Background: an optimization exercise with open tools, aiming at small area. Do not read the settings as production practice. At most, simulation tests tie the RTL to the original design; equivalence was not proved. The RTL of run 7 was laid out without a check of its function. No activity file was given, so power comes from the tool's default toggle rates. The clock port is modelled as an ideal driver; clocking choices that lean on that would not hold on a real chip.

File: flow/run.sh
#!/bin/bash
# synth_recipe.tcl (not shown) runs the flow's synth.tcl, then flattens the netlist and writes it again
# the make line also repeats each setting of config.mk as NAME=value (left out here)
make -C /OpenROAD-flow-scripts/flow DESIGN_CONFIG=/design/flow/config.mk WORK_HOME=/design/flow/orfs CLKGATE_MAP_FILE= SYNTH_SCRIPT=/design/flow/synth_recipe.tcl finish
File: flow/config.mk
export PLATFORM = sky130hd
export DESIGN_NAME = switch_top
export DESIGN_NICKNAME = switch_top
export VERILOG_FILES = /design/flow/design.v
export SDC_FILE = /design/flow/constraint.sdc
export NUM_CORES = 4
export LEC_CHECK = 0
export CAP_MARGIN = 20
export CORE_MARGIN = 2
export CORE_UTILIZATION = 65
export CTS_BUF_LIST = sky130_fd_sc_hd__clkbuf_16
export CTS_CLUSTER_DIAMETER = 80
export CTS_CLUSTER_SIZE = 30
export SLEW_MARGIN = 20
File: flow/constraint.sdc
create_clock -name core_clock -period 7.0 [get_ports {clk}]
set_input_delay 1.4000 -clock core_clock [delete_from_list [all_inputs] [get_ports {clk}]]
set_output_delay 1.4000 -clock core_clock [all_outputs]
set_load 0.01 [all_outputs]
File: flow/design.v
`default_nettype none
package switch_pkg;
   typedef logic [3:0] nibble_t;
endpackage
`default_nettype wire
`timescale 1ns/1ps
`default_nettype none
module ingress_buffer
#(
   parameter int PORT_ID = 0
)
(
   input  logic       clk,
   input  logic       rst_n_i,
   input  logic       rx_dv_i,
   input  logic [3:0] rx_nibble_i,
   input  logic       gnt_i,       
   output logic       req_o,       
   output logic       own_o,       
   output logic       send_o,      
   output logic [2:0] dst_o,       
   output logic [3:0] nib_o        
);
   localparam int R = 116;
   localparam int TAP0 = 1;
   localparam int TAP1 = 25;
   localparam int TAP2 = 49;
   localparam int TAP3 = 73;
   localparam int TAP4 = 97;
   logic [2:0] st_q;
   logic [6:0] c_q;
   logic [6:0] b_q;      
   logic       ok_q;     
   logic [2:0] dst_q;
   logic [2:0] tap_q;
   logic [4*R-1:0] ring_q;
   wire s_idle = st_q == 3'b000;
   wire s_recv = st_q[0] & ~st_q[2];
   wire s_wait = st_q[1];
   wire s_gnt  = st_q[2] & ~st_q[0];
   wire s_send = st_q[2] & st_q[0];
   wire [6:0] c_inc = c_q + 7'd1;
   wire wr = rx_dv_i & ~(s_recv & b_q[6]);
   always_ff @(posedge clk)
      ring_q <= {ring_q[4*R-5:0], wr ? rx_nibble_i : ring_q[4*R-1 -: 4]};
   wire [3:0] ch = c_q[6:3];
   wire at_tap = (c_q[2:0] == 3'd0) &
                 ((ch == 4'd0) | (ch == 4'd3) | (ch == 4'd6) | (ch == 4'd9) | (ch == 4'd12));
   wire [2:0] tap_sel = {c_q[6], c_q[5], c_q[3]};
   wire       hdr     = (b_q[6:3] == 4'd0) & ~(b_q[2] & b_q[1]);    
   wire       dst_nib = (b_q[2:0] == 3'd5) & c_q[0];                
   wire       dst_bad = rx_nibble_i[3] | (rx_nibble_i[2:0] == 3'd0) | (rx_nibble_i[2:0] == 3'd7) |
                        (rx_nibble_i[2:0] == 3'(PORT_ID + 1));
   wire       bad     = hdr & (dst_nib ? dst_bad : (rx_nibble_i != 4'd0));
   wire       accept  = ok_q & (b_q[6:3] != 4'd0);
   wire       last    = c_inc == {b_q[5:0], 1'b0};
   always_ff @(posedge clk)
   begin
      if ((s_idle & rx_dv_i) | (s_gnt & at_tap) | (~s_send & (c_q[6:4] == 3'b111) & c_q[1] & c_q[0]))
         c_q <= '0;
      else
         c_q <= c_inc;
      if (s_idle)
         b_q <= '0;
      else if (s_recv & rx_dv_i & ~c_q[0])
         b_q <= b_q + 7'd1;
      if (s_idle)
         ok_q <= rx_nibble_i == 4'd2;
      else if (s_recv & rx_dv_i & (bad | (b_q[6] & ~c_q[0])))    
         ok_q <= 1'b0;
      if (s_recv & rx_dv_i & hdr & dst_nib)
         dst_q <= rx_nibble_i[2:0];
      if (s_gnt)
         tap_q <= tap_sel;
   end
   always_ff @(posedge clk)
   begin
      if (!rst_n_i)
         st_q <= 3'b000;
      else if (s_idle)
      begin
         if (rx_dv_i)
            st_q <= 3'b001;
      end
      else if (s_recv)
      begin
         if (!rx_dv_i)
            st_q <= accept ? 3'b010 : 3'b000;
      end
      else if (s_wait)
      begin
         if (gnt_i)
            st_q <= 3'b100;
      end
      else if (s_gnt)
      begin
         if (at_tap)
            st_q <= 3'b101;
      end
      else if (last)
         st_q <= 3'b000;
   end
   logic [3:0] tap_nib;
   always_comb
   begin
      case (tap_q[2:1])
         2'b00:   tap_nib = tap_q[0] ? ring_q[4*TAP1 +: 4] : ring_q[4*TAP0 +: 4];
         2'b01:   tap_nib = ring_q[4*TAP2 +: 4];
         2'b10:   tap_nib = ring_q[4*TAP3 +: 4];
         default: tap_nib = ring_q[4*TAP4 +: 4];
      endcase
   end
   logic [3:0] nib;
   always_comb
   begin
      if (c_q[6:4] != 3'd0 || c_q[3:2] == 2'b11)
         nib = tap_nib;                  
      else if (c_q[3:0] == 4'd0)
         nib = 4'h2;
      else if (c_q[3:0] == 4'd10)
         nib = {1'b0, dst_q};
      else
         nib = 4'h0;
   end
   assign req_o  = s_wait;
   assign own_o  = st_q[2];
   assign send_o = s_send;
   assign dst_o  = dst_q;
   assign nib_o  = nib;    
endmodule
`default_nettype wire
`timescale 1ns/1ps
`default_nettype none
module switch_fabric
(
   input  logic                          clk,
   input  logic                          rst_n_i,
   input  logic [6-1:0]      req_i,
   input  logic [6-1:0]      own_i,
   input  logic [6-1:0]      send_i,
   input  logic [6-1:0][2:0] dst_i,
   input  logic [6-1:0][3:0] nib_i,
   output logic [6-1:0]      gnt_o,
   output logic [6-1:0]      tx_en_o,
   output logic [4*6-1:0]    tx_nibble_o
);
   localparam int N = 6;
   logic [2:0]   ptr_q [N];
   logic [N-1:0] to_out [N];     
   logic [N-1:0] res;
   logic [N-1:0] gnt_mat [N];    
   logic [N-1:0] ptr_at [N];     
   always_comb
      for (int o = 0; o < N; o++)
      begin
         ptr_at[o][0] = !ptr_q[o][0] & !ptr_q[o][2];
         ptr_at[o][1] =  ptr_q[o][0] & !ptr_q[o][1];
         ptr_at[o][2] =  ptr_q[o][1] & !ptr_q[o][2];
         ptr_at[o][3] =  ptr_q[o][0] &  ptr_q[o][2];
         ptr_at[o][4] =  ptr_q[o][1] & !ptr_q[o][0];
         ptr_at[o][5] =  ptr_q[o][2] & !ptr_q[o][1];
      end
   always_comb
   begin
      for (int i = 0; i < N; i++)
         for (int o = 0; o < N; o++)
            to_out[i][o] = (i != o) && dst_i[i] == 3'(o + 1);
      for (int o = 0; o < N; o++)
      begin
         res[o]                = 1'b0;
         tx_en_o[o]            = 1'b0;
         tx_nibble_o[4*o +: 4] = 4'h0;
         for (int i = 0; i < N; i++)
         begin
            res[o]                = res[o] | (own_i[i] & to_out[i][o]);
            tx_en_o[o]            = tx_en_o[o] | (send_i[i] & to_out[i][o]);
            tx_nibble_o[4*o +: 4] = tx_nibble_o[4*o +: 4] | ({4{send_i[i] & to_out[i][o]}} & nib_i[i]);
         end
      end
      for (int i = 0; i < N; i++)
         for (int o = 0; o < N; o++)
            gnt_mat[i][o] = req_i[i] && to_out[i][o] && ptr_at[o][i] && !res[o];
      for (int i = 0; i < N; i++)
         gnt_o[i] = |gnt_mat[i];
   end
   for (genvar o = 0; o < N; o++)
   begin : g_out
      always_ff @(posedge clk)
      begin
         if (!rst_n_i)
            ptr_q[o] <= '0;
         else if (!res[o])
            ptr_q[o] <= {ptr_q[o][1:0], !ptr_q[o][2]};
      end
   end
endmodule
`default_nettype wire
`timescale 1ns/1ps
`default_nettype none
module switch_top
(
   input  logic                      clk,
   input  logic                      rst_n_i,
   input  logic [6-1:0]  rx_dv_i,
   input  logic [4*6-1:0] rx_nibble_i,
   output logic [6-1:0]  tx_en_o,
   output logic [4*6-1:0] tx_nibble_o
);
   wire [6-1:0]      req;
   wire [6-1:0]      own;
   wire [6-1:0]      send;
   wire [6-1:0]      gnt;
   wire [6-1:0][2:0] dst;
   wire [6-1:0][3:0] nib;
   for (genvar g = 0; g < 6; g++)
   begin : g_port
      ingress_buffer #(.PORT_ID(g)) u_ibuf
      (
         .clk         (clk),
         .rst_n_i     (rst_n_i),
         .rx_dv_i     (rx_dv_i[g]),
         .rx_nibble_i (rx_nibble_i[4*g +: 4]),
         .gnt_i       (gnt[g]),
         .req_o       (req[g]),
         .own_o       (own[g]),
         .send_o      (send[g]),
         .dst_o       (dst[g]),
         .nib_o       (nib[g])
      );
   end
   switch_fabric u_fabric
   (
      .clk         (clk),
      .rst_n_i     (rst_n_i),
      .req_i       (req),
      .own_i       (own),
      .send_i      (send),
      .dst_i       (dst),
      .nib_i       (nib),
      .gnt_o       (gnt),
      .tx_en_o     (tx_en_o),
      .tx_nibble_o (tx_nibble_o)
   );
endmodule
`default_nettype wire
==> flow_metrics.tcl, run 1 <==
set metrics [dict create \
    antenna_found_initial 22 \
    dieHeight_um 326 \
    gr-total-overflow 0 \
    viasPerCell 4.80 \
    hpwl_mm 64.0 \
    synth_nets 4230 \
    syn_to_final_growth_pct 7.67 \
    layout-drive-gt1-share_pct 5.04 \
    vdd_drop_max_v 0.000311 \
    root_buffer "clkbuf_16" \
    fin_crit_ps 5570 \
    fin_nets 4343 \
    synth_seq_area_share_pct 88.2 \
    ant_nets 0 \
    slew_viol_final 0 \
    tightest_slew_ps 1080 \
    min_path_type "flip-flop to flip-flop" \
    finalHoldViolCount 0 \
    synth_edf_count 42 \
    cts_resized 0 \
    drt_iter0_drc 1753 \
    path_cells "mux2_2, mux4_2, o21ai_0, o22ai_1, nor2_1, o21ai_0, clkdlybuf4s50_1" \
    dieArea_mm2 0.106 \
    worst_setup_path_end_kind "output pin" \
    ys_ff_latch 2946 \
    grtUsageTotal_pct 18.8 \
    syn-mean-instance-area_um2 16.2 \
    wire_per_inst_um 17.7 \
    start_util_pct 65.3 \
    worst_path_most_repeated_cell "o21ai_0" \
    synthArstFlopShare_pct 0 \
    final_common_cell "dfxtp_1" \
    grt_max_degree 32 \
    critPathArrivalTime_ps 4170 \
    clockBufferDepth 3 \
    path_max_fanout 5 \
    slowest_stage "o21ai_0" \
    path_class "flip-flop to output pin" \
    port_buffers 61 \
    critPathMaxStageDelay_ps 870 \
    die_width_um 326 \
    num_vias 27300 \
    path_clk_slew_ps 110 \
    synth_ff_type "dfxtp_1" \
    drcViolationCount 0 \
    start_kind "flip-flop" \
    maxCapViolations 0 \
    final.setup.tns_ps 0 \
    rsz0062_at_grt "false" \
    netlist_area_mm2 0.0673 \
    grt_pass1_vias 26500 \
    gp_congestion 0.934 \
    required_ps 5600 \
    most-common-layout-cells "2904 x dfxtp_1, 177 x nor2_1, 135 x nand2_1, 113 x clkbuf_16, 65 x nand3_1" \
    power_density_mw_per_mm2 354 \
    fp.coreArea_mm2 0.103 \
    setup_viol 0 \
    status "timing/DRC/antenna clean" \
    postCtsSetupRepairBufs 0 \
    cts_tree "yes" \
    yosys.cell_types.count 88 \
    finalCritPeriodShare_pct 79.6 \
    pre_cts_ws_ps 2290 \
    yosysWarningCount 11 \
    fin_skew_ps 26.5 \
    cts.htree.levels 3 \
    ios 62 \
    grt_first_pass_wirelength_mm 152 \
    synthCells 4168 \
    totalWireLength_mm 101 \
    postCtsHoldBufs 0 \
    clock-sinks 2946 \
    cellLeakagePower_uw 0.0285 \
    rows 118 \
    max_clock_freq_mhz 179 \
    fin_ws_ps 1430 \
    firstDrtPassIters 6 \
    slew_headroom_pct 27.1 \
    cts_buffers 110 \
    insertion_delay_ps 750 \
]
routing by layer:
metal  part of all wire (%)  routed length, um  global-route usage (%)  vias up
met4                    3.1               3100                    6.48        4
li1                       -                  -                       -    13800
met1                     51              51700                    29.0    12900
met2                     41              41400                    27.2      467
met3                    4.4               4430                    3.27      173
met5                  0.021                 21                       0        -
path summary, 6_finish.rpt:
kind                                    start                          end  slack [ps]  cells past startpoint
setup / recovery    g_port[0].u_ibuf.tap_q[0]              tx_nibble_o[18]        1430                      7
hold / removal    g_port[4].u_ibuf.ring_q[47]  g_port[4].u_ibuf.ring_q[51]         300                      0
setup reg to reg    g_port[0].u_ibuf.dst_q[0]     g_port[0].u_ibuf.st_q[2]        3880                      7
hold reg to reg   g_port[4].u_ibuf.ring_q[47]  g_port[4].u_ibuf.ring_q[51]         300                      0
layout make-up:
| class | count | area [um^2] |
|---|---|---|
| fillers | 6650 | 30700 |
| multi-input cells | 1105 | 7470 |
| diodes | 3 | 7.51 |
| flip-flops and latches | 2946 | 59400 |
| well taps | 1380 | 1730 |
| clock buffers | 113 | 2830 |
| clock inverters | 22 | 225 |
| repair buffers | 67 | 656 |
| inverters | 51 | 191 |
power by group:
| part | switching [uW] | internal (uW) |
|---|---|---|
| clock | 4630 | 2970 |
| sequential | 256 | 17200 |
| combinational | 348 | 264 |
| total | 5230 | 20500 |
flip-flops by register name (all words and copies together) (netlist names):
name	flops
u_fabric.ptr_q	18
g_port.u_ibuf.ring_q	2784
g_port.u_ibuf.ok_q	6
g_port.u_ibuf.tap_q	18
g_port.u_ibuf.c_q	42
g_port.u_ibuf.dst_q	18
g_port.u_ibuf.st_q	18
g_port.u_ibuf.b_q	42
critical path, delay by kind of cell (launching register included):
kind,cells,cell delay [ps]
buffers and inverters,1,620
AND/OR/NAND/NOR,1,130
flip-flops,1,450
AO/OA/AOI/OAI,3,1430
multiplexers,2,810
per-stage QoR:
stage | util, % | hold slack (ps) | std cells | power [uW] | instance area [um^2]
2_1_floorplan | - | 310 | 4168 | 18200 | 67300
5_1_grt | 70.2 | 305 | 5685 | 26600 | 72500
3_5_place_dp | 67.3 | 312 | 5549 | 18500 | 69400
4_1_cts | 70.2 | 306 | 5684 | 25900 | 72500
3_3_place_gp | 67.3 | 309 | 5549 | 18500 | 69400
6_report | 70.3 | 302 | 5687 | 25700 | 72500
Yosys cell counts (5+ instances only):
master    count  area share [%]
a211oi_1     16            0.18
a21oi_1      59            0.44
a221o_1       6           0.089
a22oi_1      18            0.20
a31oi_1       9           0.084
a32oi_1       9            0.12
and2_1       14            0.13
and3_1       13            0.12
and3b_1       7           0.091
and4b_1       8            0.12
buf_2        18            0.13
clkbuf_1     43            0.24
dfxtp_1    2904              86
edfxtp_1     42             1.9
ha_1         30            0.56
inv_1        49            0.27
mux2_2       45            0.75
mux2i_1      14            0.21
mux4_2       21            0.70
nand2_1     135            0.75
nand2b_1     20            0.19
nand3_1      65            0.48
nand3b_1      9            0.10
nand4_1      30            0.28
nand4b_1      9            0.12
nor2_1      177            0.99
nor2b_1      25            0.23
nor3_1       32            0.24
nor3b_1       6           0.067
nor4_1       16            0.15
nor4bb_1      7            0.10
o21ai_0      53            0.39
o221ai_1     15            0.20
o22a_1        5           0.065
o22ai_1      27            0.25
o31ai_1       6           0.067
or3_1        24            0.22
or4_1         6           0.067
xnor2_1      51            0.66
xor2_1       41            0.53
cell families (layout without fill, tap and decap cells):
| kind of cell | count (synthesis) | in the layout | share of synthesized area (%) |
|---|---|---|---|
| flip-flops | 2946 | 2946 | 88.2 |
| AND/OR/NAND/NOR | 630 | 630 | 4.85 |
| AO/OA/AOI/OAI | 269 | 269 | 2.73 |
| buffers and inverters | 117 | 253 | 0.700 |
| XOR/XNOR | 94 | 94 | 1.26 |
| multiplexers | 81 | 81 | 1.68 |
| adder cells (fa/ha/maj) | 31 | 31 | 0.572 |
| other | 0 | 3 | 0 |
==> run 2: changes to the inputs <==
--- a/flow/config.mk
+++ b/flow/config.mk
@@ -9,6 +9,6 @@
 export CORE_MARGIN = 2
 export CORE_UTILIZATION = 65
 export CTS_BUF_LIST = sky130_fd_sc_hd__clkbuf_16
-export CTS_CLUSTER_DIAMETER = 80
-export CTS_CLUSTER_SIZE = 30
+export CTS_CLUSTER_DIAMETER = 100
+export CTS_CLUSTER_SIZE = 26
 export SLEW_MARGIN = 20
==> run 2 against run 1 <==
Global-route usage increased by 0.38 points. Clock power increased by 7.4%. Utilization increased by 0.46 points. Power increased by 2.2%. Synthesized area unchanged. Still clean. Routed wire length increased by 0.84%. Cell count increased by 0.37%. Clock-buffer cell count increased by 23. Via count increased by 0.93%. Die area unchanged.
==> flow_metrics.tcl, run 2 <==
set metrics [dict create \
    worst_path_most_repeated_cell "o21ai_0" \
    gp_congestion 0.934 \
    power_density_mw_per_mm2 360 \
    vdd_drop_max_v 0.000349 \
    critPathMaxStageDelay_ps 830 \
    power.total_uw 26300 \
    regMostFlops "g_port.u_ibuf.ring_q" \
    gr-total-overflow 0 \
    maxCapViolations 0 \
    ios 62 \
    firstDrtPassIters 6 \
    yosys.cell_types.count 88 \
    synth_ff_type "dfxtp_1" \
    synth_nets 4230 \
    grt_pass1_vias 26900 \
    dieHeight_um 326 \
    worst_setup_path_end_kind "output pin" \
    fin_skew_ps 20.2 \
    antenna_found_initial 18 \
    rsz0062_at_grt "false" \
    netlist_area_mm2 0.0673 \
    syn_to_final_growth_pct 8.37 \
    slew_headroom_pct 27.8 \
    start_kind "flip-flop" \
    yosys.area.top_type_share_pct 86.3 \
    cts_tree "yes" \
    postCtsHoldBufs 0 \
    whs_ps 313 \
    grtUsageTotal_pct 19.2 \
    port_buffers 61 \
    slew_viol_final 0 \
    grt_max_degree 28 \
    synth_seq_area_share_pct 88.2 \
    finalCritPeriodShare_pct 80.3 \
    postCtsSetupRepairBufs 0 \
    totalWireLength_mm 101 \
    synth.most_common_cell "dfxtp_1" \
    num_vias 27600 \
    dp.cells 5549 \
    clock-sinks 2946 \
    synth-simple-area-share_pct 4.85 \
    fin_nets 4364 \
    path_clk_slew_ps 100 \
    hpwl_mm 64.0 \
    cts.htree.levels 4 \
    instances_no_fill 5708 \
    final_common_cell "dfxtp_1" \
    path_class "flip-flop to output pin" \
    r2r_slack_ps 3870 \
    fin_crit_ps 5620 \
    rows 118 \
    ant_nets 0 \
    final.setup.tns_ps 0 \
    synth_top_cells_by_count "2904 x dfxtp_1, 177 x nor2_1, 135 x nand2_1, 65 x nand3_1, 59 x a21oi_1" \
    synthArstFlopShare_pct 0 \
    largest_reg_flops 2784 \
    synth_top_cell_by_area "dfxtp_1" \
    drcViolationCount 0 \
    cellLeakagePower_uw 0.0287 \
    dieArea_mm2 0.106 \
    min_path_type "flip-flop to flip-flop" \
    path_cells "mux2_2, mux4_2, o21ai_0, o22ai_1, nor2_1, o21ai_0, clkdlybuf4s50_1" \
    path_max_fanout 5 \
    pre_cts_ws_ps 2290 \
    insertion_delay_ps 760 \
    grt_first_pass_wirelength_mm 154 \
    most-common-layout-cells "2904 x dfxtp_1, 177 x nor2_1, 136 x clkbuf_16, 135 x nand2_1, 65 x nand3_1" \
    clockBufferDepth 3 \
    ys_top_cells_by_area "dfxtp_1 86%, edfxtp_1 1.9%, nor2_1 0.99%, mux2_2 0.75%, nand2_1 0.75%" \
    fillers 6542 \
    synthAdderAreaFrac_pct 0.572 \
    max_clock_freq_mhz 178 \
    synth_edf_count 42 \
    layout-drive-gt1-share_pct 5.50 \
    finalHoldViolCount 0 \
    fp.coreArea_mm2 0.103 \
    ys_ff_latch 2946 \
    die_width_um 326 \
    synth-compound-area-share_pct 2.73 \
    status "timing/DRC/antenna clean" \
    setup_viol 0 \
    viasPerCell 4.83 \
    fin_ws_ps 1380 \
    required_ps 5600 \
    synthCells 4168 \
    slowest_stage "o21ai_0" \
    start_util_pct 65.3 \
    root_buffer "clkbuf_16" \
    top_regs "g_port.u_ibuf.ring_q x2784, g_port.u_ibuf.b_q x42, g_port.u_ibuf.c_q x42" \
    yosysWarningCount 11 \
    wire_per_inst_um 17.8 \
    synthXorXnorAreaFrac_pct 1.26 \
    synth.area.mux_share_pct 1.68 \
    drt_iter0_drc 1691 \
    cts_resized 0 \
    critPathArrivalTime_ps 4220 \
    tightest_slew_ps 1070 \
    cts_buffers 131 \
    synth_top_family_by_area "simple AND/OR/NAND/NOR gates" \
    syn-mean-instance-area_um2 16.2 \
]
-- run 2: cell counts after synthesis --
No cell type changed its count.
-- run 2: stage by stage --
stage	util, %	instance area [um^2]
finish	70.7	73000
global placement	67.3	69400
global route	70.7	73000
floorplan	-	67300
CTS	70.7	73000
detailed placement	67.3	69400
-- run 2: cell type report --
type	instances	area, um^2	area share, %
multi-input combinational	1105	7480	10.2
timing repair buffer	67	656	0.898
clock inverter	22	125	0.171
sequential	2946	59400	81.4
antenna	1	2.50	0.00343
clock buffer	136	3400	4.66
inverter	51	191	0.262
tap	1380	1730	2.37
-- run 2: kinds of logic after synthesis --
group / count (synthesis)
DFF: 2946
and+or+nand+nor: 630
AOI/OAI and AO/OA: 269
buffers and inverters: 117
xor gates and xnor gates: 94
muxes: 81
adders and majority gates: 31
-- run 2: per-layer routing --
layer  track usage [%]  share of wire, %  vias up
li1                  -                 -    13800
met1              29.3                51    13100
met2              27.6                41      491
met3              3.64               4.6      179
met4              7.05               2.9        2
met5                 0            0.0079        -
-- run 2: worst max-delay path, delay by kind of cell (launching register included) --
kind / cells / cell delay [ps]
compound gates: 3 / 1420
mux: 2 / 810
buf+inv: 1 / 620
flops: 1 / 450
simple gates: 1 / 150
-- run 2: path summary, 6_finish.rpt --
check	from	to	cells past startpoint
worst max-delay path	g_port[0].u_ibuf.tap_q[0]	tx_nibble_o[16]	7
worst min-delay path	g_port[2].u_ibuf.ring_q[280]	g_port[2].u_ibuf.ring_q[284]	0
worst max register to register	g_port[0].u_ibuf.dst_q[0]	g_port[0].u_ibuf.st_q[2]	7
worst min register to register	g_port[2].u_ibuf.ring_q[280]	g_port[2].u_ibuf.ring_q[284]	0
-- run 2: report_power, final --
| group | internal [uW] | leakage [uW] | total (uW) | switching (uW) |
|---|---|---|---|---|
| combinational | 264 | 0.00281 | 611 | 347 |
| clock | 3510 | 0.00179 | 8160 | 4650 |
| sequential | 17200 | 0.0241 | 17500 | 256 |
| total | 21000 | 0.0287 | 26300 | 5250 |
==> run 3: changes to the inputs <==
==> flow/flow/run.sh (new file) <==
#!/bin/bash
# Standard layout, with clock tree synthesis told not to add dummy loads.
set -euo pipefail
export CTS_ARGS="-sink_clustering_enable -repair_clock_nets -sink_clustering_size 30 -sink_clustering_max_diameter 80 -buf_list sky130_fd_sc_hd__clkbuf_16 -dont_use_dummy_load"
bash standard.sh > standard.log 2>&1
==> flow/standard.sh (new file) <==
#!/bin/bash
# synth_recipe.tcl (not shown) runs the flow's synth.tcl, then flattens the netlist and writes it again
# the make line also repeats each setting of config.mk as NAME=value (left out here)
make -C /OpenROAD-flow-scripts/flow DESIGN_CONFIG=/design/flow/config.mk WORK_HOME=/design/flow/orfs CLKGATE_MAP_FILE= SYNTH_SCRIPT=/design/flow/synth_recipe.tcl "${@:-finish}"
--- a/flow/config.mk
+++ b/flow/config.mk
@@ -9,6 +9,6 @@
 export CORE_MARGIN = 2
 export CORE_UTILIZATION = 65
 export CTS_BUF_LIST = sky130_fd_sc_hd__clkbuf_16
-export CTS_CLUSTER_DIAMETER = 100
-export CTS_CLUSTER_SIZE = 26
+export CTS_CLUSTER_DIAMETER = 80
+export CTS_CLUSTER_SIZE = 30
 export SLEW_MARGIN = 20
removed: flow/run.sh
==> run 3 against run 2 <==
Maximum frequency up 1.1%. Die area did not move. Final area fell by 1.1%. Critical endpoint is now tx_nibble_o[18]. Clock skew grew 32 ps.
==> flow_metrics.tcl, run 3 <==
set metrics [dict create \
    status "timing/DRC/antenna clean" \
    path_clk_slew_ps 100 \
    port_buffers 61 \
    antenna_found_initial 21 \
    gr-total-overflow 0 \
    regMostFlops "g_port.u_ibuf.ring_q" \
    start_util_pct 65.3 \
    fin_crit_ps 5560 \
    synth.most_common_cell "dfxtp_1" \
    dp.cells 5549 \
    synth_ff_type "dfxtp_1" \
    final.setup.tns_ps 0 \
    root_buffer "clkbuf_16" \
    grt_pass1_vias 26400 \
    viasPerCell 4.82 \
    insertion_delay_ps 730 \
    finalCritPeriodShare_pct 79.4 \
    totalWireLength_mm 99.8 \
    path_delay_family "compound AO/OA/AOI/OAI gates" \
    ff_latch_area_mm2 0.0594 \
    slew_headroom_pct 26.4 \
    top_regs "g_port.u_ibuf.ring_q x2784, g_port.u_ibuf.b_q x42, g_port.u_ibuf.c_q x42" \
    cellLeakagePower_uw 0.0283 \
    firstDrtPassIters 5 \
    power_density_mw_per_mm2 351 \
    fp.coreArea_mm2 0.103 \
    layout-drive-gt1-share_pct 4.77 \
    worst_path_most_repeated_cell "o21ai_0" \
    syn_to_final_growth_pct 7.22 \
    cts_buffers 110 \
    ant_nets 0 \
    yosysWarningCount 11 \
    hp-start "g_port[5].u_ibuf.ring_q[228]" \
    fin_skew_ps 51.8 \
    required_ps 5600 \
    r2r_slack_ps 3840 \
    cts_resized 0 \
    cts.htree.levels 3 \
    postCtsSetupRepairBufs 0 \
    yosys.cell_types.count 88 \
    tightest_slew_ps 1090 \
    whs_path_depth 0 \
    fin_nets 4343 \
    fillers 6692 \
    ys_top_cells_by_area "dfxtp_1 86%, edfxtp_1 1.9%, nor2_1 0.99%, mux2_2 0.75%, nand2_1 0.75%" \
    clockBufferDepth 3 \
    setup_viol 0 \
    die_width_um 326 \
    start_kind "flip-flop" \
    path_class "flip-flop to output pin" \
    whs_ps 267 \
    grtUsageTotal_pct 18.7 \
    hold_path_end "g_port[5].u_ibuf.ring_q[232]" \
    dieArea_mm2 0.106 \
    netlist_area_mm2 0.0673 \
    synth_edf_count 42 \
    clock-sinks 2946 \
    path_max_fanout 5 \
    wl_met3_mm 4.33 \
    postCtsHoldBufs 0 \
    min_path_type "flip-flop to flip-flop" \
    most-common-layout-cells "2904 x dfxtp_1, 177 x nor2_1, 135 x nand2_1, 110 x clkbuf_16, 65 x nand3_1" \
    dieHeight_um 326 \
    final_common_cell "dfxtp_1" \
    synth_top_cell_by_area "dfxtp_1" \
    r2r_start "g_port[0].u_ibuf.dst_q[0]" \
    worst_setup_path_end_kind "output pin" \
    yosys.area.top_type_share_pct 86.3 \
    critPathArrivalTime_ps 4160 \
    synth_nets 4230 \
    wire_per_inst_um 17.6 \
    syn-mean-instance-area_um2 16.2 \
    synth_top_cells_by_count "2904 x dfxtp_1, 177 x nor2_1, 135 x nand2_1, 65 x nand3_1, 59 x a21oi_1" \
    gp_congestion 0.934 \
    drt_iter0_drc 1694 \
    grt_first_pass_wirelength_mm 151 \
    dr_wl_met2_mm 40.9 \
    synthCells 4168 \
    synth_seq_area_share_pct 88.2 \
    maxCapViolations 0 \
    synthArstFlopShare_pct 0 \
    drt-met1-wl_mm 51.5 \
    largest_reg_flops 2784 \
    cts_tree "yes" \
    ys_ff_latch 2946 \
    grt_max_degree 31 \
    path_cells "mux2_2, mux4_2, o21ai_0, o22ai_1, nor2_1, o21ai_0, clkdlybuf4s50_1" \
    finalHoldViolCount 0 \
    top_layer_used "met5" \
    rows 118 \
    hpwl_mm 64.0 \
    rsz0062_at_grt "false" \
    vdd_drop_max_v 0.000308 \
    cp_num_buf_inv 1 \
    slew_viol_final 0 \
    max_clock_freq_mhz 180 \
    num_vias 27300 \
    instances_no_fill 5663 \
    rr_worst_depth 7 \
    ios 62 \
    slowest_stage "o21ai_0" \
    drcViolationCount 0 \
    critPathMaxStageDelay_ps 870 \
    multiInputGateArea_mm2 0.00747 \
    reg2reg_to "g_port[0].u_ibuf.st_q[2]" \
]
-- run 3: changes by cell type in the layout (fill, tap and decap cells not counted), sizes merged --
cell / change
clkbuf: -26
clkinv: -3
inv: -18
diode: +3
clkinvlp: -1
-- run 3: report_power, final --
group          internal, uW  switching [uW]  leakage [uW]
Combinational           264             348       0.00281
Sequential            17200             254        0.0241
Clock                  2820            4440       0.00136
-- run 3: cells by family (layout without fill, tap and decap cells) --
kind of cell | after synthesis | after routing | synth area share (%)
xor+xnor | 94 | 94 | 1.26
mux | 81 | 81 | 1.68
compound gates | 269 | 269 | 2.73
fa+ha+maj | 31 | 31 | 0.572
buf+inv | 117 | 228 | 0.700
flops | 2946 | 2946 | 88.2
other cells | 0 | 4 | 0
simple gates | 630 | 630 | 4.85
-- run 3: routing by layer --
metal | vias to the layer above | global-route usage [%]
met5 | - | 0
met1 | 12900 | 28.7
met3 | 153 | 3.32
li1 | 13700 | -
met2 | 447 | 27.0
met4 | 4 | 6.41
-- run 3: worst max path at each step --
stage / from / cells after the start / slack, ps / to
3_3_place_gp: g_port[0].u_ibuf.tap_q[0] / 7 / 2250 / tx_nibble_o[18]
2_1_floorplan: g_port[3].u_ibuf.tap_q[0] / 6 / 3610 / tx_nibble_o[5]
3_5_place_dp: g_port[0].u_ibuf.tap_q[0] / 7 / 2290 / tx_nibble_o[16]
4_1_cts: g_port[0].u_ibuf.tap_q[0] / 7 / 1480 / tx_nibble_o[6]
6_report: g_port[0].u_ibuf.tap_q[0] / 7 / 1440 / tx_nibble_o[18]
5_1_grt: g_port[1].u_ibuf.c_q[4] / 7 / 1270 / tx_nibble_o[21]
-- run 3: layout make-up --
cell class | instances | share of cell area (%)
antenna | 4 | 0.0139
timing repair buffer | 67 | 0.908
multi-input combinational | 1105 | 10.3
tap | 1380 | 2.39
clock buffer | 110 | 3.81
sequential | 2946 | 82.3
inverter | 51 | 0.265
-- run 3: metrics by stage --
stage / setup WS (ps) / power, uW / utilization [%] / cell area [um^2]
finish: 1440 / 25400 / 70.0 / 72200
global route: 1270 / 26200 / 70.0 / 72200
CTS: 1480 / 25600 / 70.0 / 72200
detailed placement: 2290 / 18500 / 67.3 / 69400
global placement: 2250 / 18500 / 67.3 / 69400
floorplan: 3610 / 18200 / - / 67300
==> run 4: changes to the inputs <==
--- a/flow/config.mk
+++ b/flow/config.mk
@@ -7,8 +7,9 @@
 export LEC_CHECK = 0
 export CAP_MARGIN = 20
 export CORE_MARGIN = 2
-export CORE_UTILIZATION = 65
+export CORE_UTILIZATION = 75
 export CTS_BUF_LIST = sky130_fd_sc_hd__clkbuf_16
 export CTS_CLUSTER_DIAMETER = 80
 export CTS_CLUSTER_SIZE = 30
+export PLACE_DENSITY = 0.8
 export SLEW_MARGIN = 20
==> run 4 against run 3 <==
Routed wire length up 34%. Combinational power up 13%. Global-route usage up 10 points. Highest routed layer unchanged. Still clean.
==> flow_metrics.tcl, run 4 <==
set metrics [dict create \
    status "timing/DRC/antenna clean" \
    hold_path_end "g_port[1].u_ibuf.ring_q[309]" \
    comb_power_share_pct 2.7 \
    cellLeakagePower_uw 0.0283 \
    dieHeight_um 304 \
    finalHoldViolCount 0 \
    drcViolationCount 0 \
    rsz0062_at_grt "false" \
    fin_nets 4340 \
    pwr-share-seq_pct 68.2 \
    cts_buffers 108 \
    clock-sinks 2946 \
    fin_ws_ps 899 \
    internal_power_uw 20300 \
    grt_first_pass_wirelength_mm 200 \
    most-common-layout-cells "2904 x dfxtp_1, 177 x nor2_1, 135 x nand2_1, 108 x clkbuf_16, 65 x nand3_1" \
    r2r_slack_ps 3860 \
    fin_skew_ps 43.5 \
    layout-drive-gt1-share_pct 4.72 \
    synth_top_cell_by_area "dfxtp_1" \
    required_ps 5600 \
    start_util_pct 76.0 \
    whs_path_depth 0 \
    slew_viol_final 0 \
    switching_share_pct 21.1 \
    synth_top_cells_by_count "2904 x dfxtp_1, 177 x nor2_1, 135 x nand2_1, 65 x nand3_1, 59 x a21oi_1" \
    max_clock_freq_mhz 164 \
    pre_cts_ws_ps 2120 \
    drt_iter0_drc 3284 \
    r2r_start "g_port[2].u_ibuf.dst_q[0]" \
    top_regs "g_port.u_ibuf.ring_q x2784, g_port.u_ibuf.b_q x42, g_port.u_ibuf.c_q x42" \
    syn_to_final_growth_pct 6.75 \
    clkPwrFrac_pct 29.1 \
    power_density_mw_per_mm2 358 \
    grt_max_degree 31 \
    hp-start "g_port[1].u_ibuf.ring_q[305]" \
    start_kind "flip-flop" \
    postLayoutCoreUtil_pct 81.1 \
    viasPerCell 5.48 \
    firstDrtPassIters 8 \
    rows 109 \
    tightest_slew_ps 1260 \
    synth_ff_type "dfxtp_1" \
    root_buffer "clkbuf_16" \
    synth.most_common_cell "dfxtp_1" \
    vdd_drop_max_v 0.000318 \
    finalCritPeriodShare_pct 87.2 \
    path_class "flip-flop to output pin" \
    maxCapViolations 0 \
    reg2reg_to "g_port[2].u_ibuf.st_q[2]" \
    critPathArrivalTime_ps 4700 \
    cts_tree "yes" \
    num_vias 29900 \
    ios 62 \
    port_buffers 61 \
    fin_crit_ps 6100 \
    min_path_type "flip-flop to flip-flop" \
    slew_headroom_pct 15.0 \
    cts_resized 0 \
    worst_setup_path_end_kind "output pin" \
    ys_top_cells_by_area "dfxtp_1 86%, edfxtp_1 1.9%, nor2_1 0.99%, mux2_2 0.75%, nand2_1 0.75%" \
    netlist_area_mm2 0.0673 \
    totalWireLength_mm 134 \
    synth_seq_area_share_pct 88.2 \
    synth_nets 4230 \
    ys_ff_latch 2946 \
    synth_edf_count 42 \
    yosys.area.top_type_share_pct 86.3 \
    cts.htree.levels 3 \
    critPathLaunch "g_port[1].u_ibuf.c_q[4]" \
    gp_congestion 0.907 \
    clockBufferDepth 3 \
    largest_reg_flops 2784 \
    hpwl_mm 75.6 \
    ant_nets 0 \
    synthCells 4168 \
    final.setup.tns_ps 0 \
    power.total_uw 25700 \
    path_clk_slew_ps 100 \
    grtUsageTotal_pct 29.2 \
    syn-mean-instance-area_um2 16.2 \
    wire_per_inst_um 24.5 \
    antenna_found_initial 21 \
    final_common_cell "dfxtp_1" \
    yosys.cell_types.count 88 \
    regMostFlops "g_port.u_ibuf.ring_q" \
    yosysWarningCount 11 \
    postCtsHoldBufs 0 \
    grt_pass1_vias 31200 \
    die_width_um 304 \
    gr-total-overflow 0 \
    insertion_delay_ps 740 \
    synthArstFlopShare_pct 0 \
    dieArea_mm2 0.0922 \
    p_switching_uw 5430 \
    fp.coreArea_mm2 0.0886 \
    setup_viol 0 \
    rr_worst_depth 7 \
    path_max_fanout 8 \
    postCtsSetupRepairBufs 0 \
]
## run 4: cell counts after synthesis
No cell type changed its count.
## run 4: per-layer routing
metal	part of all wire (%)	track usage [%]
met5	0.074	0
met4	4.0	10.4
met1	41	38.5
met3	6.5	5.50
met2	48	48.8
## run 4: worst max path at each step
stage / to / cells past startpoint
6_report: tx_nibble_o[17] / 7
2_1_floorplan: tx_nibble_o[5] / 6
3_5_place_dp: tx_nibble_o[16] / 7
5_1_grt: tx_nibble_o[17] / 7
4_1_cts: tx_nibble_o[17] / 7
3_3_place_gp: tx_nibble_o[16] / 7
## run 4: final cells by class
class	count	area (um^2)
tap	1165	1460
fill	3975	16800
antenna	6	15.0
sequential	2946	59400
clock buffer	108	2700
timing repair buffer	66	646
inverter	51	191
multi-input combinational	1105	7480
## run 4: power groups by stage
stage          Combinational, uW  Sequential, uW  Clock (uW)
5_1_grt                      733           17600        8020
3_5_place_dp                 625           17900           0
2_1_floorplan                499           17700           0
6_report                     688           17500        7490
3_3_place_gp                 606           17800           0
4_1_cts                      663           17500        7530
## run 4: kinds of logic (layout without fill, tap and decap cells)
logic type | count (synthesis) | in the layout | synth area share [%]
AND/OR/NAND/NOR | 630 | 630 | 4.85
other | 0 | 6 | 0
buffers and inverters | 117 | 225 | 0.700
multiplexers | 81 | 81 | 1.68
flip-flops | 2946 | 2946 | 88.2
XOR/XNOR | 94 | 94 | 1.26
adder cells (fa/ha/maj) | 31 | 31 | 0.572
AO/OA/AOI/OAI | 269 | 269 | 2.73
## run 4: stage by stage
step / hold slack [ps] / instance area [um^2] / std cells
detailed placement: 312 / 69200 / 5332
CTS: 317 / 71900 / 5440
global route: 314 / 71900 / 5442
finish: 309 / 71900 / 5447
global placement: 310 / 69200 / 5332
floorplan: 310 / 67300 / 4168
## run 4: critical path, cell delays in order (launching register included)
cell and delay, ps:
dfxtp_1 440, or3_1 540, nor2_1 270, a32oi_1 180, o21ai_0 960, inv_1 240
o21ai_0 690, clkdlybuf4s50_1 680
==> run 5: changes to the inputs <==
==> flow/flow/run.sh (replaced) <==
#!/bin/bash
# Standard layout, with clock tree synthesis told not to add dummy loads.
set -euo pipefail
export CTS_ARGS="-sink_clustering_enable -repair_clock_nets -sink_clustering_size 32 -sink_clustering_max_diameter 80 -buf_list sky130_fd_sc_hd__clkbuf_16 -dont_use_dummy_load"
bash standard.sh > standard.log 2>&1
--- a/flow/config.mk
+++ b/flow/config.mk
@@ -7,9 +7,8 @@
 export LEC_CHECK = 0
 export CAP_MARGIN = 20
 export CORE_MARGIN = 2
-export CORE_UTILIZATION = 75
+export CORE_UTILIZATION = 65
 export CTS_BUF_LIST = sky130_fd_sc_hd__clkbuf_16
 export CTS_CLUSTER_DIAMETER = 80
-export CTS_CLUSTER_SIZE = 30
-export PLACE_DENSITY = 0.8
+export CTS_CLUSTER_SIZE = 32
 export SLEW_MARGIN = 20
==> run 5 against run 4 <==
Maximum frequency grew 10%. Power shrank 2.1%. Final area grew 0.22%. Global-route usage shrank 11 points. Setup slack gained 570 ps. Hold slack lost 3.1 ps. Sequential cell count is the same.
==> flow_metrics.tcl, run 5 <==
set metrics [dict create \
    rows 118 \
    grt_pass1_vias 26300 \
    maxCapViolations 0 \
    clock-sinks 2946 \
    clkPwrFrac_pct 28.1 \
    finalHoldViolCount 0 \
    gp_congestion 0.934 \
    p_switching_uw 5010 \
    finalCritPeriodShare_pct 79.0 \
    clockBufferDepth 3 \
    fin_skew_ps 54.3 \
    rsz0062_at_grt "false" \
    switching_share_pct 19.9 \
    drt_iter0_drc 1783 \
    cts_resized 0 \
    synth_top_cells_by_count "2904 x dfxtp_1, 177 x nor2_1, 135 x nand2_1, 65 x nand3_1, 59 x a21oi_1" \
    insertion_delay_ps 720 \
    hpwl_mm 64.0 \
    status "timing/DRC/antenna clean" \
    grtUsageTotal_pct 18.7 \
    r2r_slack_ps 3810 \
    viasPerCell 4.80 \
    fin_nets 4337 \
    cts_buffers 103 \
    grt_first_pass_wirelength_mm 151 \
    die_width_um 326 \
    internal_power_uw 20200 \
    multiInputGateArea_mm2 0.00747 \
    required_ps 5600 \
    synth.most_common_cell "dfxtp_1" \
    syn_to_final_growth_pct 6.98 \
    min_path_type "flip-flop to flip-flop" \
    drcViolationCount 0 \
    dieHeight_um 326 \
    path_clk_slew_ps 110 \
    cts.htree.levels 3 \
    top_regs "g_port.u_ibuf.ring_q x2784, g_port.u_ibuf.b_q x42, g_port.u_ibuf.c_q x42" \
    netlist_area_mm2 0.0673 \
    setup_viol 0 \
    totalWireLength_mm 99.5 \
    synth_nets 4230 \
    ff_latch_area_mm2 0.0594 \
    pre_cts_ws_ps 2290 \
    worst_setup_path_end_kind "output pin" \
    postCtsSetupRepairBufs 0 \
    gr-total-overflow 0 \
    rr_worst_depth 7 \
    synthArstFlopShare_pct 0 \
    fillers 6739 \
    regMostFlops "g_port.u_ibuf.ring_q" \
    final_common_cell "dfxtp_1" \
    fin_crit_ps 5530 \
    postCtsHoldBufs 0 \
    hold_path_end "g_port[1].u_ibuf.ring_q[225]" \
    start_kind "flip-flop" \
    path_class "flip-flop to output pin" \
    synthCells 4168 \
    path_max_fanout 8 \
    power_density_mw_per_mm2 349 \
    yosysWarningCount 11 \
    synth_seq_area_share_pct 88.2 \
    ios 62 \
    slew_viol_final 0 \
    r2r_start "g_port[0].u_ibuf.dst_q[0]" \
    most-common-layout-cells "2904 x dfxtp_1, 177 x nor2_1, 135 x nand2_1, 103 x clkbuf_16, 65 x nand3_1" \
    max_clock_freq_mhz 181 \
    ys_ff_latch 2946 \
    synth_ff_type "dfxtp_1" \
    cellLeakagePower_uw 0.0282 \
    critPathArrivalTime_ps 4130 \
    pwr-share-seq_pct 69.5 \
    hp-start "g_port[1].u_ibuf.ring_q[221]" \
    yosys.area.top_type_share_pct 86.3 \
    fp.coreArea_mm2 0.103 \
    dieArea_mm2 0.106 \
    slew_headroom_pct 27.7 \
    start_util_pct 65.3 \
    layout-drive-gt1-share_pct 4.63 \
    reg2reg_to "g_port[0].u_ibuf.st_q[2]" \
    wire_per_inst_um 17.6 \
    comb_power_share_pct 2.4 \
    fin_ws_ps 1470 \
    tightest_slew_ps 1070 \
    root_buffer "clkbuf_16" \
    whs_path_depth 0 \
    port_buffers 61 \
    num_vias 27200 \
    syn-mean-instance-area_um2 16.2 \
    final.setup.tns_ps 0 \
    firstDrtPassIters 6 \
    antenna_found_initial 14 \
    grt_max_degree 33 \
    synth_edf_count 42 \
    yosys.cell_types.count 88 \
    cts_tree "yes" \
    postLayoutCoreUtil_pct 69.8 \
    ys_top_cells_by_area "dfxtp_1 86%, edfxtp_1 1.9%, nor2_1 0.99%, mux2_2 0.75%, nand2_1 0.75%" \
    largest_reg_flops 2784 \
    vdd_drop_max_v 0.000315 \
    ant_nets 0 \
    synth_top_cell_by_area "dfxtp_1" \
]
## run 5: cell counts after synthesis
No cell type changed its count.
## run 5: critical path, cell delays in order (launching register included)
cell,delay [ps]
dfxtp_1,410
or3_1,450
nor2_1,160
a32oi_1,110
o21ai_0,780
inv_1,130
o21ai_0,680
clkdlybuf4s50_1,690
## run 5: power by group through the flow
stage                     clock (uW)  combinational (uW)  sequential (uW)
after floorplan                    0                 499            17700
after detailed placement           0                 609            17900
after global routing            7820                 686            17500
after CTS                       7290                 613            17500
after global placement             0                 606            17900
final                           7070                 611            17500
## run 5: cells by family (layout without fill, tap and decap cells)
logic type,count (synthesis),in the layout,synth area share (%)
AOI/OAI and AO/OA,269,269,2.73
xor gates and xnor gates,94,94,1.26
adders and majority gates,31,31,0.572
buffers and inverters,117,222,0.700
DFF,2946,2946,88.2
muxes,81,81,1.68
other,0,7,0
and+or+nand+nor,630,630,4.85
## run 5: area by class of cell
class | instances | share of cell area (%)
flip-flops and latches | 2946 | 82.4
repair buffers | 68 | 0.917
well taps | 1380 | 2.40
multi-input cells | 1105 | 10.4
inverters | 51 | 0.266
diodes | 7 | 0.0243
clock buffers | 103 | 3.58
## run 5: metal layers
layer | share of wire, % | GRT usage, % | wire length (um)
met1 | 51 | 28.7 | 50700
met2 | 41 | 26.9 | 40900
met3 | 5.0 | 3.40 | 4950
met4 | 3.0 | 6.11 | 2960
met5 | 0.015 | 0 | 15
## run 5: worst max path at each step
stage | cells after the start | end | from | slack (ps)
after floorplan | 6 | tx_nibble_o[5] | g_port[3].u_ibuf.tap_q[0] | 3610
after global placement | 7 | tx_nibble_o[18] | g_port[0].u_ibuf.tap_q[0] | 2250
after detailed placement | 7 | tx_nibble_o[16] | g_port[0].u_ibuf.tap_q[0] | 2290
after CTS | 7 | tx_nibble_o[6] | g_port[0].u_ibuf.tap_q[0] | 1470
after global routing | 7 | tx_nibble_o[21] | g_port[1].u_ibuf.c_q[4] | 1260
final | 7 | tx_nibble_o[21] | g_port[1].u_ibuf.c_q[4] | 1470
## run 5: stage by stage
| step | power (uW) | area (um^2) | hold slack [ps] | instances |
|---|---|---|---|---|
| 2_1_floorplan | 18200 | 67300 | 310 | 4168 |
| 3_3_place_gp | 18500 | 69400 | 309 | 5549 |
| 3_5_place_dp | 18500 | 69400 | 312 | 5549 |
| 4_1_cts | 25400 | 72000 | 306 | 5652 |
| 5_1_grt | 26000 | 72000 | 319 | 5653 |
| 6_report | 25200 | 72000 | 305 | 5660 |
==> run 6: changes to the inputs <==
==> flow/flow/run.sh (replaced) <==
#!/bin/bash
# Standard layout with two changes: clock tree synthesis adds no dummy loads,
# and the port buffers are the smallest buffer cell.
set -euo pipefail
export CTS_ARGS="-sink_clustering_enable -repair_clock_nets -sink_clustering_size 32 -sink_clustering_max_diameter 80 -buf_list sky130_fd_sc_hd__clkbuf_16 -dont_use_dummy_load"
export BUFFER_PORTS_ARGS="-buffer_cell sky130_fd_sc_hd__buf_1"
bash standard.sh > standard.log 2>&1
==> run 6 against run 5 <==
Still clean on timing, DRC and antenna. Clock skew decreased by 7.2 ps. Combinational power about the same. Die area unchanged. Critical path depth unchanged. Sequential power about the same. Synthesized area unchanged. Global-route usage increased by 1.0 points. Hold slack got worse by 15 ps. Maximum frequency increased by 3.7%. Routed wire length increased by 4.7%. Critical endpoint is now tx_nibble_o[12]. Largest cell class unchanged.
==> flow_metrics.tcl, run 6 <==
set metrics [dict create \
    cts_buffers 103 \
    hp-start "g_port[3].u_ibuf.ring_q[349]" \
    yosys.cell_types.count 88 \
    ant_nets 0 \
    drt_iter0_drc 1699 \
    finalCritPeriodShare_pct 76.2 \
    vdd_drop_max_v 0.000338 \
    dieHeight_um 326 \
    r2r_slack_ps 3760 \
    fin_skew_ps 47.1 \
    synth_top_cell_by_area "dfxtp_1" \
    fp.coreArea_mm2 0.103 \
    firstDrtPassIters 5 \
    drcViolationCount 0 \
    synth.most_common_cell "dfxtp_1" \
    finalHoldViolCount 0 \
    postLayoutCoreUtil_pct 69.4 \
    cellLeakagePower_uw 0.0281 \
    rr_worst_depth 7 \
    start_util_pct 65.3 \
    status "timing/DRC/antenna clean" \
    synthCells 4168 \
    postCtsSetupRepairBufs 0 \
    num_vias 27400 \
    setup_viol 0 \
    gr-total-overflow 0 \
    port_buffers 61 \
    fin_nets 4338 \
    most-common-layout-cells "2904 x dfxtp_1, 177 x nor2_1, 135 x nand2_1, 103 x clkbuf_16, 65 x nand3_1" \
    whs_path_depth 0 \
    synth_nets 4230 \
    insertion_delay_ps 710 \
    ys_top_cells_by_area "dfxtp_1 86%, edfxtp_1 1.9%, nor2_1 0.99%, mux2_2 0.75%, nand2_1 0.75%" \
    min_path_type "flip-flop to flip-flop" \
    viasPerCell 4.84 \
    start_kind "flip-flop" \
    gp_congestion 0.930 \
    slew_headroom_pct 18.5 \
    clockBufferDepth 3 \
    antenna_found_initial 11 \
    fin_crit_ps 5330 \
    maxCapViolations 0 \
    grt_first_pass_wirelength_mm 159 \
    cts_tree "yes" \
    path_clk_slew_ps 110 \
    ios 62 \
    worst_setup_path_end_kind "output pin" \
    multiInputGateArea_mm2 0.00747 \
    wire_per_inst_um 18.4 \
    yosys.area.top_type_share_pct 86.3 \
    yosysWarningCount 11 \
    hold_path_end "g_port[3].u_ibuf.ring_q[353]" \
    synth_ff_type "dfxtp_1" \
    rows 118 \
    synth_edf_count 42 \
    path_max_fanout 5 \
    rsz0062_at_grt "false" \
    syn_to_final_growth_pct 6.42 \
    slew_viol_final 0 \
    clock-sinks 2946 \
    final.setup.tns_ps 0 \
    cts.htree.levels 3 \
    fillers 6547 \
    synth_top_cells_by_count "2904 x dfxtp_1, 177 x nor2_1, 135 x nand2_1, 65 x nand3_1, 59 x a21oi_1" \
    top_regs "g_port.u_ibuf.ring_q x2784, g_port.u_ibuf.b_q x42, g_port.u_ibuf.c_q x42" \
    netlist_area_mm2 0.0673 \
    grt_pass1_vias 27000 \
    largest_reg_flops 2784 \
    hpwl_mm 65.0 \
    tightest_slew_ps 1210 \
    synth_seq_area_share_pct 88.2 \
    reg2reg_to "g_port[0].u_ibuf.st_q[2]" \
    r2r_start "g_port[0].u_ibuf.dst_q[0]" \
    syn-mean-instance-area_um2 16.2 \
    ys_ff_latch 2946 \
    layout-drive-gt1-share_pct 4.66 \
    ff_latch_area_mm2 0.0594 \
    final_common_cell "dfxtp_1" \
    cts_resized 0 \
    required_ps 5600 \
    max_clock_freq_mhz 187 \
    power_density_mw_per_mm2 352 \
    root_buffer "clkbuf_16" \
    postCtsHoldBufs 0 \
    totalWireLength_mm 104 \
    die_width_um 326 \
    dieArea_mm2 0.106 \
    dpl_cell_area_mm2 0.0691 \
    final_cell_area_mm2 0.0717 \
    grt_max_degree 33 \
    critPathArrivalTime_ps 3930 \
    grtUsageTotal_pct 19.7 \
    path_class "flip-flop to output pin" \
    synthArstFlopShare_pct 0 \
    regMostFlops "g_port.u_ibuf.ring_q" \
]
[run 6: power breakdown]
| group | switching, uW | internal [uW] |
|---|---|---|
| Combinational | 357 | 256 |
| Sequential | 264 | 17200 |
| Clock | 4470 | 2660 |
[run 6: area by class of cell]
class | instances | share of cell area, %
inverters | 51 | 0.267
multi-input cells | 1105 | 10.4
diodes | 5 | 0.0175
repair buffers | 69 | 0.403
flip-flops and latches | 2946 | 82.9
clock buffers | 103 | 3.60
well taps | 1380 | 2.41
[run 6: worst max-delay path, cell delays in order (launching register included)]
cell,delay (ps)
edfxtp_1,440
mux2_2,350
mux4_2,460
o21ai_0,910
o22ai_1,200
nor2_1,260
o21ai_0,360
buf_1,240
[run 6: worst max path at each step]
| stage | start | endpoint |
|---|---|---|
| final | g_port[0].u_ibuf.tap_q[0] | tx_nibble_o[12] |
| after floorplan | g_port[3].u_ibuf.tap_q[0] | tx_nibble_o[5] |
| after global routing | g_port[0].u_ibuf.tap_q[0] | tx_nibble_o[4] |
| after CTS | g_port[0].u_ibuf.tap_q[0] | tx_nibble_o[14] |
| after global placement | g_port[0].u_ibuf.tap_q[0] | tx_nibble_o[14] |
| after detailed placement | g_port[0].u_ibuf.tap_q[0] | tx_nibble_o[14] |
[run 6: metal layers]
| layer | track usage [%] | part of all wire, % | vias to the layer above |
|---|---|---|---|
| met2 | 29.5 | 43 | 365 |
| met3 | 3.10 | 3.4 | 172 |
| li1 | - | - | 13700 |
| met5 | 0 | 0.032 | - |
| met4 | 5.77 | 2.7 | 6 |
| met1 | 29.8 | 51 | 13100 |
[run 6: cell families (layout without fill, tap and decap cells)]
logic type / count (synthesis) / after routing / share of synthesized area (%)
flip-flops: 2946 / 2946 / 88.2
AND/OR/NAND/NOR: 630 / 630 / 4.85
AO/OA/AOI/OAI: 269 / 269 / 2.73
buffers and inverters: 117 / 223 / 0.700
XOR/XNOR: 94 / 94 / 1.26
multiplexers: 81 / 81 / 1.68
adder cells (fa/ha/maj): 31 / 31 / 0.572
other: 0 / 5 / 0
[run 6: stage by stage]
step / power [uW] / setup slack (ps) / hold WS [ps] / cells
3_3_place_gp: 18500 / 2470 / 310 / 5551
4_1_cts: 25400 / 1680 / 298 / 5654
6_report: 25200 / 1670 / 290 / 5659
5_1_grt: 26100 / 1620 / 295 / 5654
3_5_place_dp: 18500 / 2500 / 312 / 5551
2_1_floorplan: 18200 / 3610 / 310 / 4168
==> run 7: changes to the inputs <==
--- a/flow/design.v
+++ b/flow/design.v
@@ -149,17 +149,6 @@
    logic [N-1:0] to_out [N];     
    logic [N-1:0] res;
    logic [N-1:0] gnt_mat [N];    
-   logic [N-1:0] ptr_at [N];     
-   always_comb
-      for (int o = 0; o < N; o++)
-      begin
-         ptr_at[o][0] = !ptr_q[o][0] & !ptr_q[o][2];
-         ptr_at[o][1] =  ptr_q[o][0] & !ptr_q[o][1];
-         ptr_at[o][2] =  ptr_q[o][1] & !ptr_q[o][2];
-         ptr_at[o][3] =  ptr_q[o][0] &  ptr_q[o][2];
-         ptr_at[o][4] =  ptr_q[o][1] & !ptr_q[o][0];
-         ptr_at[o][5] =  ptr_q[o][2] & !ptr_q[o][1];
-      end
    always_comb
    begin
       for (int i = 0; i < N; i++)
@@ -179,7 +168,7 @@
       end
       for (int i = 0; i < N; i++)
          for (int o = 0; o < N; o++)
-            gnt_mat[i][o] = req_i[i] && to_out[i][o] && ptr_at[o][i] && !res[o];
+            gnt_mat[i][o] = req_i[i] && to_out[i][o] && ptr_q[o] == 3'(i) && !res[o];
       for (int i = 0; i < N; i++)
          gnt_o[i] = |gnt_mat[i];
    end
@@ -190,7 +179,7 @@
          if (!rst_n_i)
             ptr_q[o] <= '0;
          else if (!res[o])
-            ptr_q[o] <= {ptr_q[o][1:0], !ptr_q[o][2]};
+            ptr_q[o] <= (ptr_q[o] == 3'(N - 1)) ? '0 : ptr_q[o] + 3'd1;
       end
    end
 endmodule
==> flow/run.sh (new file) <==
#!/bin/bash
# synth_recipe.tcl (not shown) runs the flow's synth.tcl, then flattens the netlist and writes it again
# the make line also repeats each setting of config.mk as NAME=value (left out here)
make -C /OpenROAD-flow-scripts/flow DESIGN_CONFIG=/design/flow/config.mk WORK_HOME=/design/flow/orfs CLKGATE_MAP_FILE= SYNTH_SCRIPT=/design/flow/synth_recipe.tcl finish
--- a/flow/config.mk
+++ b/flow/config.mk
@@ -9,6 +9,6 @@
 export CORE_MARGIN = 2
 export CORE_UTILIZATION = 65
 export CTS_BUF_LIST = sky130_fd_sc_hd__clkbuf_16
-export CTS_CLUSTER_DIAMETER = 80
-export CTS_CLUSTER_SIZE = 32
+export CTS_CLUSTER_DIAMETER = 45
+export CTS_CLUSTER_SIZE = 22
 export SLEW_MARGIN = 20
removed: flow/flow/run.sh
removed: flow/standard.sh
==> run 7 against run 6 <==
First-iteration DRC count grew 7.1%. Utilization grew 3.6 points. Critical path depth is the same. Combinational power shrank 41%. Largest cell class unchanged. Global-route usage grew 0.30 points.
==> flow_metrics.tcl, run 7 <==
set metrics [dict create \
    fin_skew_ps 22.9 \
    start_util_pct 65.3 \
    yosys.area.top_type_share_pct 86.2 \
    required_ps 5600 \
    die_width_um 326 \
    slew_headroom_pct 21.5 \
    max_clock_freq_mhz 174 \
    setup_viol 0 \
    finalHoldViolCount 0 \
    cts.htree.levels 4 \
    regMostFlops "g_port.u_ibuf.ring_q" \
    hpwl_mm 61.6 \
    finalCritPeriodShare_pct 82.1 \
    synth.most_common_cell "dfxtp_1" \
    viasPerCell 4.83 \
    syn_to_final_growth_pct 11.7 \
    largest_reg_flops 2784 \
    totalWireLength_mm 105 \
    synth_top_cells_by_count "2904 x dfxtp_1, 168 x nor2_1, 129 x nand2_1, 55 x xnor2_1, 53 x a21oi_1" \
    synth_ff_type "dfxtp_1" \
    path_class "flip-flop to output pin" \
    status "timing/DRC/antenna clean" \
    synth_seq_area_share_pct 88.1 \
    grtUsageTotal_pct 20.0 \
    grt_max_degree 26 \
    firstDrtPassIters 6 \
    reg2reg_to "g_port[5].u_ibuf.st_q[1]" \
    insertion_delay_ps 780 \
    drcViolationCount 0 \
    ys_top_cells_by_area "dfxtp_1 86%, edfxtp_1 1.9%, nor2_1 0.94%, mux4_2 0.73%, nand2_1 0.72%" \
    synth_edf_count 42 \
    whs_path_depth 0 \
    instances_no_fill 5850 \
    synth_nets 4233 \
    ios 62 \
    top_regs "g_port.u_ibuf.ring_q x2784, g_port.u_ibuf.b_q x42, g_port.u_ibuf.c_q x42" \
    tightest_slew_ps 1170 \
    slew_viol_final 0 \
    final_common_cell "dfxtp_1" \
    fin_crit_ps 5750 \
    grt_pass1_vias 28200 \
    fin_nets 4418 \
    wire_per_inst_um 17.9 \
    postCtsHoldBufs 0 \
    synthArstFlopShare_pct 0 \
    clock-sinks 2946 \
    port_buffers 61 \
    pre_cts_ws_ps 2240 \
    layout-drive-gt1-share_pct 8.13 \
    rsz0062_at_grt "false" \
    maxCapViolations 0 \
    r2r_slack_ps 4080 \
    r2r_start "g_port[4].u_ibuf.dst_q[0]" \
    worst_setup_path_end_kind "output pin" \
    dieHeight_um 326 \
    path_clk_slew_ps 80 \
    critPathArrivalTime_ps 4350 \
    cellLeakagePower_uw 0.0300 \
    netlist_area_mm2 0.0674 \
    yosys.cell_types.count 92 \
    ant_nets 0 \
    start_kind "flip-flop" \
    gr-total-overflow 0 \
    dieArea_mm2 0.106 \
    postCtsSetupRepairBufs 0 \
    synthCells 4166 \
    final.setup.tns_ps 0 \
    num_vias 28200 \
    yosysWarningCount 10 \
    rr_worst_depth 7 \
    fp.coreArea_mm2 0.103 \
    grt_first_pass_wirelength_mm 162 \
    hold_path_end "g_port[4].u_ibuf.ring_q[30]" \
    vdd_drop_max_v 0.000308 \
    root_buffer "clkbuf_16" \
    drt_iter0_drc 1819 \
    clockBufferDepth 3 \
    ys_ff_latch 2946 \
    hp-start "g_port[4].u_ibuf.ring_q[26]" \
    most-common-layout-cells "2904 x dfxtp_1, 183 x clkbuf_16, 168 x nor2_1, 129 x nand2_1, 70 x inv_1" \
    path_max_fanout 5 \
    syn-mean-instance-area_um2 16.2 \
    cts_resized 0 \
    min_path_type "flip-flop to flip-flop" \
    synth_top_cell_by_area "dfxtp_1" \
    dp.cells 5551 \
    cts_tree "yes" \
    rows 118 \
    power_density_mw_per_mm2 378 \
    antenna_found_initial 13 \
    fin_ws_ps 1250 \
    gp_congestion 0.921 \
    cts_buffers 178 \
]
[run 7: cell count changes after synthesis, sizes merged, moves of 8 or more]
cell / delta
o221ai: -10
nand4: +16
o21ai: -11
nor2: -8
nand3: -14
nor2b: +15
o22ai: -8
[run 7: cell type report]
cell class | count | area, um^2
inverters | 50 | 188
clock buffers | 183 | 4580
multi-input cells | 1103 | 7580
repair buffers | 72 | 693
clock inverters | 110 | 1160
diodes | 6 | 15.0
fillers | 6168 | 27900
flip-flops and latches | 2946 | 59400
well taps | 1380 | 1730
[run 7: worst max-delay path by stage]
| stage | startpoint | endpoint | slack [ps] | depth (start not counted) |
|---|---|---|---|---|
| 6_report | g_port[0].u_ibuf.tap_q[0] | tx_nibble_o[16] | 1250 | 7 |
| 5_1_grt | g_port[0].u_ibuf.tap_q[0] | tx_nibble_o[16] | 1240 | 7 |
| 4_1_cts | g_port[0].u_ibuf.tap_q[0] | tx_nibble_o[16] | 1390 | 7 |
| 3_5_place_dp | g_port[0].u_ibuf.tap_q[0] | tx_nibble_o[16] | 2240 | 7 |
| 3_3_place_gp | g_port[0].u_ibuf.tap_q[0] | tx_nibble_o[16] | 2220 | 7 |
| 2_1_floorplan | g_port[4].u_ibuf.tap_q[0] | tx_nibble_o[1] | 3490 | 6 |
[run 7: metrics by stage]
step                      utilization [%]  hold slack [ps]  area (um^2)  total power, uW
final                                73.0              318        75300            28400
after global routing                 73.0              320        75300            29400
after CTS                            73.0              313        75300            28700
after detailed placement             67.4              312        69600            18100
after global placement               67.4              310        69600            18100
after floorplan                         -              310        67400            17900
[run 7: per-layer routing]
metal / routed length [um] / part of all wire (%) / up-vias / global-route usage [%]
met2: 44400 / 42 / 510 / 29.3
met5: 23 / 0.022 / - / 0
li1: - / - / 14000 / -
met4: 2350 / 2.3 / 4 / 6.11
met3: 5800 / 5.5 / 178 / 4.77
met1: 52000 / 50 / 13500 / 29.6
[run 7: where the power goes]
part / internal, uW / switching (uW)
combinational: 154 / 208
clock: 5220 / 5500
sequential: 17200 / 184
[run 7: logic make-up after synthesis]
kind of cell | after synthesis | share of synthesized area (%)
AO/OA/AOI/OAI | 251 | 2.61
XOR/XNOR | 99 | 1.31
adder cells (fa/ha/maj) | 37 | 0.679
buffers and inverters | 117 | 0.696
flip-flops | 2946 | 88.1
multiplexers | 82 | 1.71
AND/OR/NAND/NOR | 634 | 4.92
[run 7: critical path: stages (launching register included)]
cell and delay, ps:
edfxtp_1 460, mux2_2 360, mux4_2 460, o21ai_0 850, o22ai_1 200, a211oi_1 310, nand2_1 330, clkdlybuf4s50_1 580

## re-timing with driven ports
How much do the figures lean on ideal ports? The routed layouts below were timed once more, with nothing changed but the port constraints.
Step 1: set_driving_cell puts a clkbuf_16 on clk and a buf_2 on each other input, an assumption about the parent block.
Step 2 adds t to the input delays and takes it off the output delays; t is the mean of the earliest and latest rising clock arrival at the registers after step 1. Input paths then give back, and output paths get back, about the clock's delay inside the block.
a / b / c = ideal ports / drivers / drivers and shift; a / b = the first two.
run | shift t [ns] | setup WS [ns] | worst slew at a driven data input, ns
run 1 | 0.806 | 1.427 / 1.354 / 2.160 | 0.13
run 2 | 0.827 | 1.380 / 1.305 / 2.132 | 0.13
run 3 | 0.774 | 1.440 / 1.367 / 2.141 | 0.13
run 4 | 0.789 | 0.899 / 0.826 / 1.616 | 0.10
run 5 | 0.766 | 1.467 / 1.396 / 2.161 | 0.13
run 6 | 0.767 | 1.665 / 1.589 / 2.356 | 0.13
run 7 | 0.842 | 1.253 / 1.184 / 2.026 | 0.10
After both steps every run listed still meets setup and hold.
